From an optimization exercise on the open Yosys and OpenROAD flow, aimed at small area, a short achievable clock period and few clock cycles per item; shortcuts taken in it are not production practice. Only the layout flow was run in this run; the RTL was not checked for function there. No activity file was given, so power comes from the tool's default toggle rates.

## design/flow/design.v

```verilog
package ahbmx_pkg;
  localparam int ADDR_W    = 32;    
  localparam int DATA_W    = 32;    
  localparam int MEM_WORDS = 64;    
  typedef enum logic [1:0] {
    IDLE   = 2'b00,
    BUSY   = 2'b01,
    NONSEQ = 2'b10,
    SEQ    = 2'b11
  } htrans_e;
  typedef enum logic {
    OKAY  = 1'b0,
    ERROR = 1'b1
  } hresp_e;
  typedef enum logic [2:0] {
    BYTE = 3'b000,
    HALF = 3'b001,
    WORD = 3'b010
  } hsize_e;
  typedef struct packed {
    logic              sel;
    logic [ADDR_W-1:0] addr;
    htrans_e           trans;
    logic              write;
    hsize_e            size;
  } ahb_addr_t;
  typedef struct packed {
    logic   readyout;
    hresp_e resp;
  } ahb_resp_t;
  typedef enum logic {
    IDLE_PHASE = 1'b0,
    DATA_PHASE = 1'b1
  } arb_state_e;
endpackage
`timescale 1ns/1ns
module ahbmx_in_stage
(
  input  logic                 HCLK,
  input  logic                 HRESETn,
  input  ahbmx_pkg::ahb_addr_t bus_in,         
  input  logic                 hready,         
  input  logic                 grant_active,   
  input  ahbmx_pkg::ahb_resp_t slv_resp,       
  output ahbmx_pkg::ahb_addr_t fwd,            
  output logic                 req,            
  output ahbmx_pkg::ahb_resp_t master_resp     
);
  logic                 addr_valid;     
  logic                 load_reg;       
  logic                 take;           
  logic                 pend_q;         
  logic                 data_valid_q;   
  ahbmx_pkg::ahb_addr_t held_q;         
  assign addr_valid = bus_in.sel & bus_in.trans[1];
  assign load_reg   = addr_valid & hready;
  assign take = grant_active & slv_resp.readyout;
  always_ff @(posedge HCLK)
  begin
    if (load_reg)
    begin
      held_q <= bus_in;
    end
  end
  always_ff @(posedge HCLK)
  begin
    if (!HRESETn)
    begin
      pend_q <= 1'b0;
    end
    else if (take)
    begin
      pend_q <= 1'b0;     
    end
    else if (load_reg)
    begin
      pend_q <= 1'b1;     
    end
  end
  always_ff @(posedge HCLK)
  begin
    if (!HRESETn)
    begin
      data_valid_q <= 1'b0;
    end
    else if (hready)
    begin
      data_valid_q <= addr_valid;
    end
  end
  always_comb
  begin
    if (pend_q)
    begin
      fwd       = held_q;
      fwd.sel   = 1'b1;
      fwd.trans = ahbmx_pkg::NONSEQ;    
    end
    else
    begin
      fwd = bus_in;                     
    end
  end
  assign req = load_reg | pend_q;
  always_comb
  begin
    if (!data_valid_q)
    begin
      master_resp.readyout = 1'b1;      
      master_resp.resp     = ahbmx_pkg::OKAY;
    end
    else if (pend_q)
    begin
      master_resp.readyout = 1'b0;      
      master_resp.resp     = ahbmx_pkg::OKAY;
    end
    else
    begin
      master_resp = slv_resp;
    end
  end
endmodule
`timescale 1ns/1ns
module ahbmx_out_stage
(
  input  logic                           HCLK,
  input  logic                           HRESETn,
  input  ahbmx_pkg::ahb_addr_t           fwd0,        
  input  ahbmx_pkg::ahb_addr_t           fwd1,        
  input  logic                           req0,
  input  logic                           req1,
  input  logic [ahbmx_pkg::DATA_W-1:0]   wdata0,
  input  logic [ahbmx_pkg::DATA_W-1:0]   wdata1,
  input  ahbmx_pkg::ahb_resp_t           slv_resp,    
  input  logic [ahbmx_pkg::DATA_W-1:0]   slv_rdata,
  output logic                           active0,     
  output logic                           active1,     
  output ahbmx_pkg::ahb_addr_t           slv_addr,
  output logic [ahbmx_pkg::DATA_W-1:0]   slv_wdata,
  output ahbmx_pkg::ahb_resp_t           resp0,
  output ahbmx_pkg::ahb_resp_t           resp1,
  output logic [ahbmx_pkg::DATA_W-1:0]   rdata        
);
  logic                  slv_ready;    
  logic                  pick;         
  logic                  grant;        
  logic                  grant_q;      
  logic                  last_q;       
  logic                  req_g;        
  logic                  accept;       
  ahbmx_pkg::ahb_addr_t  fwd_g;
  ahbmx_pkg::arb_state_e dp_state_q;   
  logic                  dp_owner_q;   
  assign slv_ready = slv_resp.readyout;
  always_comb
  begin
    if (req0 && req1)
      pick = ~last_q;
    else if (req0)
      pick = 1'b0;
    else if (req1)
      pick = 1'b1;
    else
      pick = grant_q;
  end
  assign grant   = slv_ready ? pick : grant_q;
  assign active0 = ~grant;
  assign active1 = grant;
  assign fwd_g = grant ? fwd1 : fwd0;
  assign req_g = grant ? req1 : req0;
  always_comb
  begin
    slv_addr     = fwd_g;
    slv_addr.sel = fwd_g.sel & req_g;
  end
  assign accept = slv_addr.sel & slv_addr.trans[1] & slv_ready;
  always_ff @(posedge HCLK)
  begin
    if (!HRESETn)
    begin
      grant_q    <= 1'b0;
      last_q     <= 1'b1;                    
      dp_state_q <= ahbmx_pkg::IDLE_PHASE;
      dp_owner_q <= 1'b0;
    end
    else if (slv_ready)
    begin
      grant_q <= grant;
      if (accept)
      begin
        last_q     <= grant;
        dp_state_q <= ahbmx_pkg::DATA_PHASE;
        dp_owner_q <= grant;
      end
      else
      begin
        dp_state_q <= ahbmx_pkg::IDLE_PHASE;
      end
    end
  end
  assign slv_wdata = dp_owner_q ? wdata1 : wdata0;    
  assign rdata     = slv_rdata;
  ahbmx_pkg::ahb_resp_t  idle_resp;
  assign idle_resp = {1'b1, ahbmx_pkg::OKAY};
  assign resp0 = (dp_state_q == ahbmx_pkg::DATA_PHASE && !dp_owner_q)
                 ? slv_resp : idle_resp;
  assign resp1 = (dp_state_q == ahbmx_pkg::DATA_PHASE && dp_owner_q)
                 ? slv_resp : idle_resp;
endmodule
`timescale 1ns/1ns
module ahbmx_sram
(
  input  logic                          HCLK,
  input  logic                          HRESETn,
  input  ahbmx_pkg::ahb_addr_t          bus,
  input  logic                          hready,    
  input  logic [ahbmx_pkg::DATA_W-1:0]  wdata,
  output ahbmx_pkg::ahb_resp_t          resp,
  output logic [ahbmx_pkg::DATA_W-1:0]  rdata
);
  logic [ahbmx_pkg::DATA_W-1:0]             mem [ahbmx_pkg::MEM_WORDS];
  logic [$clog2(ahbmx_pkg::MEM_WORDS)-1:0]  word_q;    
  logic [ahbmx_pkg::DATA_W/8-1:0]           be;        
  logic [ahbmx_pkg::DATA_W/8-1:0]           be_q;
  logic                                     write_q;
  logic                                     accept;
  logic                                     in_range;
  logic                                     busy_q;    
  logic                                     done_q;    
  logic                                     err_q;
  assign accept   = hready & bus.sel & bus.trans[1];
  assign in_range = bus.addr[ahbmx_pkg::ADDR_W-1:2] < ahbmx_pkg::MEM_WORDS;
  always_comb
  begin
    case (bus.size)
      ahbmx_pkg::BYTE: be = 4'b0001 << bus.addr[1:0];
      ahbmx_pkg::HALF: be = bus.addr[1] ? 4'b1100 : 4'b0011;
      default:         be = 4'b1111;
    endcase
  end
  always_ff @(posedge HCLK)
  begin
    if (accept)
    begin
      word_q  <= bus.addr[2 +: $clog2(ahbmx_pkg::MEM_WORDS)];
      be_q    <= be;
      write_q <= bus.write;
    end
    if (busy_q)
      rdata <= mem[word_q];               
    if (done_q && write_q && !err_q)
    begin
      for (int b = 0; b < ahbmx_pkg::DATA_W/8; b++)
      begin
        if (be_q[b])
          mem[word_q][b*8 +: 8] <= wdata[b*8 +: 8];
      end
    end
  end
  always_ff @(posedge HCLK)
  begin
    if (!HRESETn)
    begin
      busy_q <= 1'b0;
      done_q <= 1'b0;
      err_q  <= 1'b0;
    end
    else
    begin
      busy_q <= accept;
      done_q <= busy_q;
      if (accept)
        err_q <= ~in_range;
    end
  end
  assign resp.readyout = ~busy_q;
  assign resp.resp     = (err_q && (busy_q || done_q)) ? ahbmx_pkg::ERROR
                                                       : ahbmx_pkg::OKAY;
endmodule
`timescale 1ns/1ns
module ahbmx_top
(
  input  logic                          HCLK,
  input  logic                          HRESETn,
  input  ahbmx_pkg::ahb_addr_t          m0_addr,
  input  logic [ahbmx_pkg::DATA_W-1:0]  m0_wdata,
  input  logic                          m0_hready,
  output ahbmx_pkg::ahb_resp_t          m0_resp,
  output logic [ahbmx_pkg::DATA_W-1:0]  m0_rdata,
  input  ahbmx_pkg::ahb_addr_t          m1_addr,
  input  logic [ahbmx_pkg::DATA_W-1:0]  m1_wdata,
  input  logic                          m1_hready,
  output ahbmx_pkg::ahb_resp_t          m1_resp,
  output logic [ahbmx_pkg::DATA_W-1:0]  m1_rdata
);
  ahbmx_pkg::ahb_addr_t          fwd0;
  ahbmx_pkg::ahb_addr_t          fwd1;
  logic                          req0;
  logic                          req1;
  logic                          active0;
  logic                          active1;
  ahbmx_pkg::ahb_resp_t          resp0;       
  ahbmx_pkg::ahb_resp_t          resp1;       
  ahbmx_pkg::ahb_addr_t          slv_addr;
  logic [ahbmx_pkg::DATA_W-1:0]  slv_wdata;
  ahbmx_pkg::ahb_resp_t          slv_resp;
  logic [ahbmx_pkg::DATA_W-1:0]  slv_rdata;
  logic [ahbmx_pkg::DATA_W-1:0]  rdata;
  ahbmx_in_stage u_in0 (
    .HCLK(HCLK), .HRESETn(HRESETn), .bus_in(m0_addr), .hready(m0_hready),
    .grant_active(active0), .slv_resp(resp0),
    .fwd(fwd0), .req(req0), .master_resp(m0_resp)
  );
  ahbmx_in_stage u_in1 (
    .HCLK(HCLK), .HRESETn(HRESETn), .bus_in(m1_addr), .hready(m1_hready),
    .grant_active(active1), .slv_resp(resp1),
    .fwd(fwd1), .req(req1), .master_resp(m1_resp)
  );
  ahbmx_out_stage u_out (
    .HCLK(HCLK), .HRESETn(HRESETn),
    .fwd0(fwd0), .fwd1(fwd1), .req0(req0), .req1(req1),
    .wdata0(m0_wdata), .wdata1(m1_wdata),
    .slv_resp(slv_resp), .slv_rdata(slv_rdata),
    .active0(active0), .active1(active1),
    .slv_addr(slv_addr), .slv_wdata(slv_wdata),
    .resp0(resp0), .resp1(resp1), .rdata(rdata)
  );
  ahbmx_sram u_sram (
    .HCLK(HCLK), .HRESETn(HRESETn), .bus(slv_addr), .hready(slv_resp.readyout),
    .wdata(slv_wdata), .resp(slv_resp), .rdata(slv_rdata)
  );
  assign m0_rdata = rdata;
  assign m1_rdata = rdata;
endmodule
`timescale 1ns/1ns
module ahbmx
(
  input  logic        HCLK,
  input  logic        HRESETn,
  input  logic        m0_hsel,
  input  logic [31:0] m0_haddr,
  input  logic [1:0]  m0_htrans,
  input  logic        m0_hwrite,
  input  logic [2:0]  m0_hsize,
  input  logic [31:0] m0_hwdata,
  input  logic        m0_hready,
  output logic        m0_hreadyout,
  output logic        m0_hresp,
  output logic [31:0] m0_hrdata,
  input  logic        m1_hsel,
  input  logic [31:0] m1_haddr,
  input  logic [1:0]  m1_htrans,
  input  logic        m1_hwrite,
  input  logic [2:0]  m1_hsize,
  input  logic [31:0] m1_hwdata,
  input  logic        m1_hready,
  output logic        m1_hreadyout,
  output logic        m1_hresp,
  output logic [31:0] m1_hrdata
);
  ahbmx_pkg::ahb_addr_t m0_addr;
  ahbmx_pkg::ahb_addr_t m1_addr;
  ahbmx_pkg::ahb_resp_t m0_resp;
  ahbmx_pkg::ahb_resp_t m1_resp;
  assign m0_addr = {m0_hsel, m0_haddr, m0_htrans, m0_hwrite, m0_hsize};
  assign m1_addr = {m1_hsel, m1_haddr, m1_htrans, m1_hwrite, m1_hsize};
  assign m0_hreadyout = m0_resp.readyout;
  assign m0_hresp     = m0_resp.resp;
  assign m1_hreadyout = m1_resp.readyout;
  assign m1_hresp     = m1_resp.resp;
  ahbmx_top u_top (
    .HCLK(HCLK), .HRESETn(HRESETn),
    .m0_addr(m0_addr), .m0_wdata(m0_hwdata), .m0_hready(m0_hready),
    .m0_resp(m0_resp), .m0_rdata(m0_hrdata),
    .m1_addr(m1_addr), .m1_wdata(m1_hwdata), .m1_hready(m1_hready),
    .m1_resp(m1_resp), .m1_rdata(m1_hrdata)
  );
endmodule
```

## design/flow/run.sh

```bash
#!/bin/bash
# synth_recipe.tcl (not shown) runs the flow's synth.tcl, then flattens the netlist and writes it again
# the make line also repeats each setting of config.mk as NAME=value (left out here)
make -C /OpenROAD-flow-scripts/flow DESIGN_CONFIG=/design/flow/config.mk WORK_HOME=/design/flow/orfs CLKGATE_MAP_FILE= SYNTH_SCRIPT=/design/flow/synth_recipe.tcl finish
```

## design/flow/constraint.sdc

```tcl
create_clock -name core_clock -period 5.0 [get_ports {HCLK}]
set_input_delay 1.0000 -clock core_clock [delete_from_list [all_inputs] [get_ports {HCLK}]]
set_output_delay 1.0000 -clock core_clock [all_outputs]
set_load 0.01 [all_outputs]
```

## design/flow/config.mk

```make
export PLATFORM = sky130hd
export DESIGN_NAME = ahbmx
export DESIGN_NICKNAME = ahbmx
export VERILOG_FILES = /design/flow/design.v
export SDC_FILE = /design/flow/constraint.sdc
export NUM_CORES = 4
export LEC_CHECK = 0
export CAP_MARGIN = 20
export CORE_MARGIN = 2
export CORE_UTILIZATION = 40
export PLACE_DENSITY = 0.6
export SLEW_MARGIN = 20
```

==> notes.md <==
==> worst max-delay path: cells and delay by family, from the launching register on <==
family,cells,cell delay [ps]
compound gates,1,320
buf+inv,1,610
flops,1,1010
simple gates,1,360
==> synthesized netlist by cell type (all sizes together), types with 3 or more instances <==
master	count	area, um2
o22ai	117	732
or2	5	31.3
or3	5	31.3
or4	15	113
mux4	150	3380
dfxtp	11	220
nor3	20	105
inv	7	26.3
nor4	21	131
a32oi	6	52.6
a211oi	17	128
a31oi	26	163
o221ai	9	78.8
a21oi	120	601
mux2	176	1990
and3	9	56.3
a222oi	15	150
o21ai	136	681
nor4b	3	26.3
o22a	17	149
o211ai	6	45.0
and2	9	56.3
nor3b	3	22.5
buf	249	1540
nor2b	15	93.8
a22oi	138	1040
nor2	373	1400
a22o	31	272
edfxtp	2163	65000
o21a	4	30.0
nand2b	8	50.1
mux2i	267	2670
a221oi	212	1870
a221o	38	380
a311oi	4	35.0
nand3	23	115
nand4	18	113
clkbuf	105	394
o2bb2ai	7	61.3
nand2	154	578
==> stage by stage <==
step                cells  utilization  setup WS, ps  power [mW]  instance area [um2]
finish               8254        0.471           828        39.9                99000
global route         8244        0.471           621        40.8                99000
CTS                  8242        0.471           680        39.9                99000
detailed placement   7848        0.440          1110        24.7                92300
global placement     7848        0.440          1160        24.7                92300
floorplan            4731            -          1490        22.8                84700
==> logic make-up (layout without fill, tap and decap cells) <==
| kind of cell | Yosys count | count (layout) | share of synthesized area |
|---|---|---|---|
| simple gates | 689 | 689 | 0.0353 |
| flops | 2174 | 2174 | 0.769 |
| buf+inv | 361 | 1067 | 0.0231 |
| other cells | 0 | 12 | 0 |
| compound gates | 914 | 914 | 0.0775 |
| mux | 593 | 593 | 0.0949 |
==> power groups by stage <==
stage,clock [mW],combinational [mW],sequential [mW]
after floorplan,0,2.11,20.7
final,15.5,4.01,20.4
after CTS,15.6,3.94,20.4
after global routing,16.2,4.12,20.4
after global placement,0,3.89,20.8
after detailed placement,0,3.92,20.8
==> how the worst max path moves through the flow <==
stage	from	to	slack [ps]	depth (start not counted)
final	u_top.u_sram.busy_q	m0_hresp	830	3
after global routing	u_top.u_sram.busy_q	m0_hresp	620	3
after CTS	u_top.u_sram.busy_q	m0_hresp	680	3
after detailed placement	u_top.u_sram.word_q[3]	u_top.u_sram.mem[27][21]	1110	4
after global placement	u_top.u_sram.word_q[2]	u_top.u_sram.rdata[10]	1160	9
after floorplan	m1_hsel	u_top.u_sram.err_q	1490	6
==> flip-flops by register name (all words and copies together) (netlist names) <==
| signal | count |
|---|---|
| u_top.u_sram.mem | 2048 |
| u_top.u_in0.held_q | 36 |
| u_top.u_in1.held_q | 36 |
| u_top.u_sram.rdata | 32 |
| u_top.u_sram.word_q | 6 |
| u_top.u_sram.be_q | 4 |
| u_top.u_in0.data_valid_q | 1 |
| u_top.u_in0.pend_q | 1 |
| u_top.u_in1.data_valid_q | 1 |
| u_top.u_in1.pend_q | 1 |
| u_top.u_out.dp_owner_q | 1 |
| u_top.u_out.dp_state_q | 1 |
| u_top.u_out.grant_q | 1 |
| u_top.u_out.last_q | 1 |
| u_top.u_sram.busy_q | 1 |
| u_top.u_sram.done_q | 1 |
| u_top.u_sram.err_q | 1 |
| u_top.u_sram.write_q | 1 |
==> area by class of cell <==
type                       count  area (um2)  share of cell area
clock inverter               109         995              0.0100
inverter                       7        38.8            0.000392
tap                         2805        3510              0.0354
multi-input combinational   2196       17800               0.180
clock buffer                 285        5650              0.0571
antenna                       12        30.0            0.000303
timing repair buffer         666        5830              0.0589
sequential                  2174       65200               0.658
==> routing by layer <==
metal,up-vias,track usage,share of wire,wire [um]
li1,20400,-,-,-
met1,26100,0.338,0.38,104000
met2,3353,0.378,0.45,124000
met3,560,0.0580,0.12,31900
met4,6,0.111,0.047,13000
met5,-,0.00557,0.00089,244
==> reports/summary.txt <==
worst-margin pin slew: 1180 ps
Lkg Pwr: 31.7 nW
hold path depth: 2
vias in the first global route: 48300
startpoint types: flop
crit-path cells: o211ai_1 -> nor4b_1 -> clkdlybuf4s50_1
clk buf depth: 3
Filler cells: 17600
Fin. Hold Viols: 0
yosys warns: 3
Hold Path Class: reg -> reg
peak supply drop: 330 uV
Slew HR: 0.213
Buffers on Ports: 211
CTS tree: built
critical path type: reg -> out
max_cap viols: 0
Final Slew Violations: 0
CTS resizes: 0
post-route clock skew: 64.6 ps
Post-CTS Setup Bufs: 0
status: no timing/DRC/antenna violations
Critical-path top delay cell: dfxtp_4
clock latency on the worst-skew pair: 890 ps
EDFF count, synth: 2163
syn_nets: 4877
Critical Path End Type: output pin
CTS hold repair buffers: 0
largest net degree at the start of global routing: 79
depth of the CTS H-tree: 4
IO Count: 214
crit-path max cell delay: 1010 ps
Net Sw Power: 9.79 mW
minimum clock period: 4170 ps
number of DRC markers in iteration 0: 8356
unrepaired setup endpoints after global routing: no
CP max FO: 45
Netlist Area Pre-Place: 84700 um2
fmax: 0.240 GHz
HP Start: u_top.u_in0.data_valid_q
All-Layer GR Usage: 0.248
WP data required: 4000 ps
launch point of the worst reg-to-reg path: u_top.u_sram.word_q[3]
signal arrival time at the worst endpoint: 3170 ps
Routed WL: 274000 um
global-route wire length before repair: 377000 um
Die Footprint: 216000 um2
TritonRoute pass-1 iters: 8
Logic pwr share: 0.100
Core ar.: 210000 um2
initial antenna violation count: 14
hold slack: 556 ps
Cells after Synth: 4731
syn avg cell area: 17.9 um2
share of layout cells above drive strength 1: 0.203
via/cell ratio: 6.10
Tcrit/Tclk final: 0.834
setup TNS: 0 ps
Initial Util: 0.403
sequential area share after synthesis: 0.769
P_int: 30.1 mW
most frequent cells in the layout: edfxtp_1 (2163), buf_4 (431), nor2_1 (363)
asr flop ratio synth: 0
Clk pwr share: 0.388
die width: 464 um
most common cell after layout, fill and taps aside: edfxtp_1
Net Sw Frac: 0.246
Setup Viol. Count Final: 0
Root Buffer: clkbuf_16
Synth Flop Type: edfxtp_1
clk sinks: 2174
FF-to-FF path depth: 4
Yosys cell types: 66
Reg power frac: 0.512
# DRC: 0
R2R setup slack: 930 ps
CTS Buf Count: 214
CTS clk-pin slew, worst paths: 60 ps
r2r endpoint: u_top.u_sram.mem[27][0]
Die Y: 464 um
gr ovfl total: 0
post-DP HPWL: 171000 um
nets: 5405
Hold Path End: u_top.u_in0.data_valid_q
Placer Congestion: 0.876
antenna-violating nets left: 0
num rows: 168
wire length per cell: 33.1 um
Synth Register Bits: 2174
Area growth, synth to finish: 16.9%
total power per unit cell area: 403 nW/um2
via count of the routed design: 50400

separate check: timing with driven ports:
The results above use ideal ports. As a check the final layout listed here was re-extracted and re-timed, cells and wires unchanged. Step 1 assumes that a clkbuf_16 drives the clock port and a buf_2 every other input. Step 2 times the ports against the registers' clock, not the clock port: input delays grow and output delays shrink by t, the midpoint of the rising clock arrivals with the driver on. Three values: no drivers, after step 1, after step 2; two values: the first two.
t (ns): 0.946
setup WS [ns]: 0.828 / 0.736 / 0.932
hold slack, ns: 0.556 / 0.556 / 0.556
cell pins on the clock port's net: 1
After both steps this run still meets setup and hold. The setup slack of this run moves by -0.092 ns with the drivers and by +0.104 ns with both steps.
